This design comes from an exercise in tuning for small area, a short achievable clock period and few clock cycles per item on the open sky130 flow, not from production work.
Only simulation tests tie the RTL to the original design; equivalence was not proved.

## the baseline
## taylor_cos
module taylor_cos
(
   input  logic         clock,
   input  logic         reset,
   input  logic         start,
   input  logic [W-1:0] angle_in,
   output logic         ready_out,
   output logic [W-1:0] cos_out
);
   logic [4:0]  step_q;     
   logic        ready_q;
   logic [24:0] a_q;        
   logic [24:0] b_q;        
   logic        x23_q;      
   logic        idle;
   logic        accept;
   logic [24:0] s_row;
   logic        e_bit;
   logic [24:0] mul_p;
   logic [3:0]  t;
   logic [24:0] acc4;
   assign idle   = ~|step_q;
   assign accept = idle & start;
   fxp_mul u_mul (
      .a_in (a_q[23:0]),
      .b_in (b_q),
      .s_in (s_row),
      .e_in (e_bit),
      .p_c  (mul_p)
   );
   always_comb begin
      s_row = {1'b0, {23{x23_q}} & b_q[22:0], 1'b0};
      if (step_q[1]) s_row = 25'h1ffd27d;    
      if (step_q[2]) s_row = 25'h0055555;    
      if (step_q[3]) s_row = 25'h1c00000;    
      if (step_q[4]) s_row = 25'h0800000;    
   end
   assign e_bit = step_q[0] & x23_q;
   logic [23:0] x;
   assign x = {x23_q, a_q[22:0]};
   always_comb begin
      t = 4'd0;
      if (x >= 24'd2897)     t = t + 4'd1;
      if (x >= 24'd5931643)  t = t + 4'd1;
      if (x >= 24'd8388609)  t = t + 4'd1;
      if (x >= 24'd10273906) t = t + 4'd1;
      if (x >= 24'd11863284) t = t + 4'd1;
      if (x >= 24'd13263555) t = t + 4'd1;
      if (x >= 24'd14529496) t = t + 4'd1;
      if (x >= 24'd15693649) t = t + 4'd1;
      acc4 = 25'd208 - {21'd0, t};
   end
   always_ff @(posedge clock or posedge reset) begin
      if (reset) begin
         step_q  <= 5'd0;
         ready_q <= 1'b0;
      end else begin
         step_q <= {step_q[3:0], accept};
         if (accept)         ready_q <= 1'b0;
         else if (step_q[4]) ready_q <= 1'b1;
      end
   end
   always_ff @(posedge clock) begin
      if (accept) begin
         a_q   <= {2'b0, angle_in[22:0]};
         b_q   <= {2'b0, angle_in[22:0]};
         x23_q <= angle_in[23];
      end else if (step_q[0]) begin
         a_q <= acc4;
         b_q <= mul_p;
      end else if (!idle) begin
         a_q <= mul_p;
      end
   end
   assign ready_out = ready_q;
   assign cos_out   = a_q[24] ? {W{1'b0}} : a_q[W-1:0];
endmodule
Size: roughly 2300 cells after synthesis, roughly 57 flip-flops.
make LEC_CHECK=0 ABC_AREA=1 CAP_MARGIN=20 CORE_MARGIN=2 CORE_UTILIZATION=40 SLEW_MARGIN=20 finish   # period 12.0 ns
run.sh (not shown) runs the stock make flow with config.mk's settings and CLKGATE_MAP_FILE= SYNTH_SCRIPT=/design/flow/synth_recipe.tcl, a recipe that flattens the netlist after the stock synthesis.
The baseline closes out successfully: all stages finished, all timing, DRC and antenna checks passed.
Testbench counts of the baseline, summed over its fixed seeds: cycles 3,072, items 512.
Edits applied to the flow inputs when going from the baseline to the candidate:
Settings: putting TNS_END_PERCENT at 10 where nothing was set.
==> flow/flow/run.sh (new file) <==
#!/bin/bash
set -euo pipefail
bash standard.sh SETUP_SLACK_MARGIN=5.5 finish > flow.log 2>&1
==> flow/standard.sh (new file) <==
#!/bin/bash
# synth_recipe.tcl (not shown) runs the flow's synth.tcl, then flattens the netlist and writes it again
# the make line also repeats each setting of config.mk as NAME=value (left out here)
make -C /OpenROAD-flow-scripts/flow DESIGN_CONFIG=/design/flow/config.mk WORK_HOME=/design/flow/orfs CLKGATE_MAP_FILE= SYNTH_SCRIPT=/design/flow/synth_recipe.tcl "${@:-finish}"
removed: flow/run.sh
==> comparison <==
Delta (the candidate minus the baseline): clock-pin slew on the worst setup and hold paths neither gained nor lost much, data-path buffer share of cell area in the final layout picked up an extra 3.0 points.
Worst slew margin relative to its limit in the candidate vs the baseline: up 2.2 points
Highest fanout seen on the critical path, the baseline and the candidate, higher one = the baseline.
[diff] setup slack, the candidate relative to the baseline: improvement
Going from the baseline to the candidate, post-route minimum period shows a reduction of 1.57 ns, non-clock buffer count shows an increase of 41.

========
taylor_cos, a different RTL version from the one above (not shown whole).
For scale: roughly 2400 cells after synthesis, roughly 57 flip-flops.
export LEC_CHECK = 0
export ABC_AREA = 1
export CAP_MARGIN = 20
export CORE_MARGIN = 2
export CORE_UTILIZATION = 40
export SLEW_MARGIN = 20
export SYNTH_HIERARCHICAL = 1
create_clock -name core_clock -period 12.0 [get_ports {clock}]
standard.sh (not shown) runs the stock make flow with config.mk's settings and CLKGATE_MAP_FILE= SYNTH_SCRIPT=/design/flow/synth_recipe.tcl, a recipe that flattens the netlist after the stock synthesis.
==> flow/flow/run.sh <==
#!/bin/bash
set -euo pipefail
bash standard.sh SETUP_SLACK_MARGIN=5.5 finish > flow.log 2>&1
Testbench counts at the start, summed over its fixed seeds: cycles 3,072, items 512.
Change:
==> flow/flow/run.sh (replaced) <==
#!/bin/bash
set -euo pipefail
bash standard.sh SETUP_SLACK_MARGIN=5.5 "BUFFER_PORTS_ARGS=-buffer_cell sky130_fd_sc_hd__buf_1" finish > flow.log 2>&1
--- a/flow/config.mk
+++ b/flow/config.mk
@@ -10,4 +10,5 @@
 export CORE_MARGIN = 2
 export CORE_UTILIZATION = 40
+export GPL_ROUTABILITY_DRIVEN = 0
 export SLEW_MARGIN = 20
 export SYNTH_HIERARCHICAL = 1
Outcome:
- final area went down slightly
- synthesized cell count does not change
- global-route usage drops by 0.19 points
- clock skew hardly moves
- wire length barely changes
- worst hold slack barely changes
- via count is higher slightly
Change:
==> flow/flow/run.sh (replaced) <==
#!/bin/bash
set -euo pipefail
bash standard.sh SETUP_SLACK_MARGIN=5.5 finish > flow.log 2>&1
--- a/flow/config.mk
+++ b/flow/config.mk
@@ -10,5 +10,3 @@
 export CORE_MARGIN = 2
 export CORE_UTILIZATION = 40
-export GPL_ROUTABILITY_DRIVEN = 0
 export SLEW_MARGIN = 20
-export SYNTH_HIERARCHICAL = 1
After rerunning:
- die area came out lower by a few percent
- register-to-register slack loses 0.04 ns
- fmax falls slightly
- worst setup slack degrades by 0.040 ns
- worst hold slack is worse by 0.0040 ns
- final cell count is lower by a few percent

========
Setup of oak:
taylor_cos with an RTL version that a note above also has.
Size: about 2300 cells after synthesis, roughly 57 flip-flops, about 52 I/O pins, about 18000 sq um of cells after synthesis.
Design taylor_cos, start of the top module:
module taylor_cos
(
   input  logic         clock,
   input  logic         reset,
   input  logic         start,
   input  logic [W-1:0] angle_in,
   output logic         ready_out,
   output logic [W-1:0] cos_out
);
   logic [4:0]  step_q;     
   logic        ready_q;
   logic [24:0] a_q;        
   logic [24:0] b_q;        
   logic        x23_q;      
   logic        idle;
   logic        accept;
   logic [24:0] s_row;
   logic        e_bit;
   logic [24:0] mul_p;
   logic [3:0]  t;
   logic [24:0] acc4;
   assign idle   = ~|step_q;
   assign accept = idle & start;
   fxp_mul u_mul (
      .a_in (a_q[23:0]),
      .b_in (b_q),
      .s_in (s_row),
      .e_in (e_bit),
      .p_c  (mul_p)
   );
   always_comb begin
      s_row = {1'b0, {23{x23_q}} & b_q[22:0], 1'b0};
      if (step_q[1]) s_row = 25'h1ffd27d;    
      if (step_q[2]) s_row = 25'h0055555;    
      if (step_q[3]) s_row = 25'h1c00000;    
      if (step_q[4]) s_row = 25'h0800000;    
   end
   assign e_bit = step_q[0] & x23_q;
  ...
Settings: LEC_CHECK=0, ABC_AREA=1, CAP_MARGIN=20, CORE_MARGIN=2, CORE_UTILIZATION=40, PLACE_DENSITY=0.8, SLEW_MARGIN=20; clock period 12.0 ns.
==> flow/flow/run.sh <==
#!/bin/bash
set -euo pipefail
bash standard.sh SETUP_SLACK_MARGIN=5.5 finish > flow.log 2>&1
Testbench counts of oak, summed over its fixed seeds: cycles 3,072, items 512.
The inputs of pine differ from those of oak as listed below.
- PLACE_DENSITY: 0.8 -> unset
==> run summary <==
Compared with oak, pine degrades final routed wirelength across all metal layers.
On utilization after layout, oak and pine are basically level.
Slew of the pin with the lowest slew margin was higher in the run labelled oak.
Top achievable clock speed across oak and pine: no real change.
When the final numbers for oak and pine were put side by side, the worst setup slack turned out to be greater in pine.
Going from oak to pine, cell count now sits at about the same level.
Reported for oak and pine, number of maximum-capacitance violations turned out identical to the last digit.
Of the two values seen for critical path capture point, a_q[15]$_DFFE_PP_ was produced by oak and a_q[6]$_DFFE_PP_ by pine.
Row non-clock buffer count: pine lower / oak higher
Inputs modified between pine and birch:
- a change of CORE_UTILIZATION from 40 to 55
Findings:
Summary of birch over pine: routed wire length moved up; smallest setup slack after layout shrank by 0.032 ns; number of synthesized register bits essentially unchanged.
Changes observed in birch relative to pine: met2 layer wire length in the routed design -about 2.2%, worst hold margin +0.015 ns, fraction of the mapped netlist area in simple logic gates ~0 delta.
a_q[6]$_DFFE_PP_ as the end point of the critical path was reported by pine, and b_q[16]$_DFFE_PP_ by birch.
pine -> birch: synthesized cell area flat
The inputs of maple differ from those of birch as listed below.
- SYNTH_HIERARCHICAL: unset -> 1
- CORE_UTILIZATION: 55 -> 40
--- outcome ---
Final area in maple is about 5% above birch. Relative to birch, maple improves setup slack after layout. [compare] base=birch new=maple: data required time of the critical path +0.08 ns; arrival time at the worst endpoint +0.05 ns; number of buffer and inverter instances along the worst setup path +1. a_q[13]$_DFFE_PP_ as the worst setup path endpoint was reported by maple, and b_q[16]$_DFFE_PP_ by birch.

========
taylor_cos again, from the RTL that the note above started with.
## taylor_cos
module taylor_cos
(
   input  logic         clock,
   input  logic         reset,
   input  logic         start,
   input  logic [W-1:0] angle_in,
   output logic         ready_out,
   output logic [W-1:0] cos_out
);
   logic [4:0]  step_q;     
   logic        ready_q;
   logic [24:0] a_q;        
   logic [24:0] b_q;        
   logic        x23_q;      
   logic        idle;
   logic        accept;
   logic [24:0] s_row;
   logic        e_bit;
   logic [24:0] mul_p;
   logic [3:0]  t;
   logic [24:0] acc4;
   assign idle   = ~|step_q;
   assign accept = idle & start;
   fxp_mul u_mul (
      .a_in (a_q[23:0]),
      .b_in (b_q),
      .s_in (s_row),
      .e_in (e_bit),
      .p_c  (mul_p)
   );
   always_comb begin
      s_row = {1'b0, {23{x23_q}} & b_q[22:0], 1'b0};
      if (step_q[1]) s_row = 25'h1ffd27d;    
      if (step_q[2]) s_row = 25'h0055555;    
      if (step_q[3]) s_row = 25'h1c00000;    
      if (step_q[4]) s_row = 25'h0800000;    
   end
   assign e_bit = step_q[0] & x23_q;
   logic [23:0] x;
   assign x = {x23_q, a_q[22:0]};
   always_comb begin
      t = 4'd0;
  ...
Settings: LEC_CHECK=0, ABC_AREA=1, CAP_MARGIN=20, CORE_MARGIN=2, CORE_UTILIZATION=40, SLEW_MARGIN=20; clock period 12.0 ns.
==> flow/flow/run.sh <==
#!/bin/bash
set -euo pipefail
bash standard.sh SETUP_SLACK_MARGIN=5.75 finish > flow.log 2>&1
Testbench counts at the start, summed over its fixed seeds: cycles 3,072, items 512.
Next try:
==> flow/flow/run.sh (replaced) <==
#!/bin/bash
set -euo pipefail
bash standard.sh SETUP_SLACK_MARGIN=6.5 finish > flow.log 2>&1
Outcome: The changed run ran to the end with no violations. Cell count rises by a few percent. Core utilization rises by 5.1 points. Sequential share of layout area falls by 0.68 points. Die area is unchanged.
Next try:
==> flow/run.sh (new file) <==
#!/bin/bash
# synth_recipe.tcl (not shown) runs the flow's synth.tcl, then flattens the netlist and writes it again
# the make line also repeats each setting of config.mk as NAME=value (left out here)
make -C /OpenROAD-flow-scripts/flow DESIGN_CONFIG=/design/flow/config.mk WORK_HOME=/design/flow/orfs CLKGATE_MAP_FILE= SYNTH_SCRIPT=/design/flow/synth_recipe.tcl finish
- SETUP_SLACK_MARGIN: default -> 5
removed: flow/flow/run.sh
removed: flow/standard.sh
Outcome: Cell area fell by about a fifth. Global-route usage fell by 4.2 points. Worst setup slack is worse by 0.76 ns. Wire length fell by roughly a tenth. Worst hold slack is better by 0.023 ns.
Next try:
==> flow/flow/run.sh (new file) <==
#!/bin/bash
set -euo pipefail
bash standard.sh SETUP_SLACK_MARGIN=6 finish > flow.log 2>&1
==> flow/standard.sh (new file) <==
#!/bin/bash
# synth_recipe.tcl (not shown) runs the flow's synth.tcl, then flattens the netlist and writes it again
# the make line also repeats each setting of config.mk as NAME=value (left out here)
make -C /OpenROAD-flow-scripts/flow DESIGN_CONFIG=/design/flow/config.mk WORK_HOME=/design/flow/orfs CLKGATE_MAP_FILE= SYNTH_SCRIPT=/design/flow/synth_recipe.tcl "${@:-finish}"
- SETUP_SLACK_MARGIN: 5 -> default
removed: flow/run.sh
Via count went up by 6.4%.
First-iteration DRC count went up by 6.8%.
Global-route usage went up by 2.9 points.
Setup slack gets better by 0.79 ns.
Die area does not change.
Maximum frequency went up by 13%.
Non-clock buffer count went up by 144.

========
RTL: one of the versions met above, not the one the previous note started from.
Size: roughly 2400 cells after synthesis, roughly 52 I/O pins.
clock: 12.0 ns
lec_check: 0
abc_area: 1
cap_margin: 20
core_margin: 2
core_utilization: 40
slew_margin: 20
synth_hierarchical: 1
==> flow/flow/run.sh <==
#!/bin/bash
set -euo pipefail
bash standard.sh SETUP_SLACK_MARGIN=5.35 "BUFFER_PORTS_ARGS=-buffer_cell sky130_fd_sc_hd__buf_1" finish > flow.log 2>&1
The starting point went through all stages and came out clean.
Testbench counts at the start, summed over its fixed seeds: cycles 3,072, items 512.
Rerun with:
==> flow/flow/run.sh (replaced) <==
#!/bin/bash
set -euo pipefail
bash standard.sh SETUP_SLACK_MARGIN=5.5 "BUFFER_PORTS_ARGS=-buffer_cell sky130_fd_sc_hd__buf_1" finish > flow.log 2>&1
Effect: Sequential cell count is unchanged. Final area grows by about 1.4%.
Rerun with:
==> flow/flow/run.sh (replaced) <==
#!/bin/bash
set -euo pipefail
bash standard.sh SETUP_SLACK_MARGIN=5.8 finish > flow.log 2>&1
Sequential cell count is unchanged.

[static timing again, ports no longer ideal]
The results above use ideal ports. As a check the final layouts listed here were re-extracted and re-timed, cells and wires unchanged. Step 1: set_driving_cell puts a clkbuf_16 on clock and a buf_2 on each other input, an assumption about the parent block. Step 2 moves the port delays by t, midway between the first and last clock arrival at a register: inputs arrive t later, outputs are due t later. That takes back most of the time a late clock gives input paths. Three values: no drivers, after step 1, after step 2; two values: the first two.
run	t, ns	setup WS [ns]	clock arrival spread, ns	slew at the worst register clock pin (ns)	pins driven straight from the clock port
the baseline	0.361	4.011 / 4.011 / 4.011	0.005 / 0.005	0.06 / 0.06	1
the candidate	0.375	5.586 / 5.586 / 5.586	0.010 / 0.010	0.06 / 0.06	1
the first run of note 2	0.363	5.686 / 5.686 / 5.686	0.007 / 0.007	0.05 / 0.05	1
the second run of note 2	0.359	5.655 / 5.655 / 5.655	0.009 / 0.009	0.06 / 0.06	1
the third run of note 2	0.395	5.615 / 5.615 / 5.615	0.008 / 0.008	0.06 / 0.06	1
oak	0.365	5.633 / 5.633 / 5.633	0.008 / 0.008	0.06 / 0.06	1
pine	0.379	5.638 / 5.638 / 5.638	0.012 / 0.011	0.06 / 0.06	1
birch	0.379	5.606 / 5.606 / 5.606	0.007 / 0.007	0.06 / 0.06	1
maple	0.364	5.628 / 5.628 / 5.628	0.013 / 0.013	0.06 / 0.06	1
the first run of note 4	0.370	5.835 / 5.835 / 5.835	0.008 / 0.008	0.06 / 0.06	1
the second run of note 4	0.379	5.860 / 5.860 / 5.860	0.009 / 0.009	0.06 / 0.06	1
the third run of note 4	0.357	5.102 / 5.102 / 5.102	0.003 / 0.003	0.06 / 0.06	1
the fourth run of note 4	0.376	5.897 / 5.897 / 5.897	0.005 / 0.006	0.06 / 0.06	1
the first run of note 5	0.360	5.593 / 5.593 / 5.593	0.007 / 0.006	0.06 / 0.06	1
the second run of note 5	0.359	5.703 / 5.703 / 5.703	0.007 / 0.007	0.06 / 0.06	1
the third run of note 5	0.361	5.883 / 5.883 / 5.883	0.008 / 0.008	0.05 / 0.05	1
After both steps setup and hold are still met in every run listed.
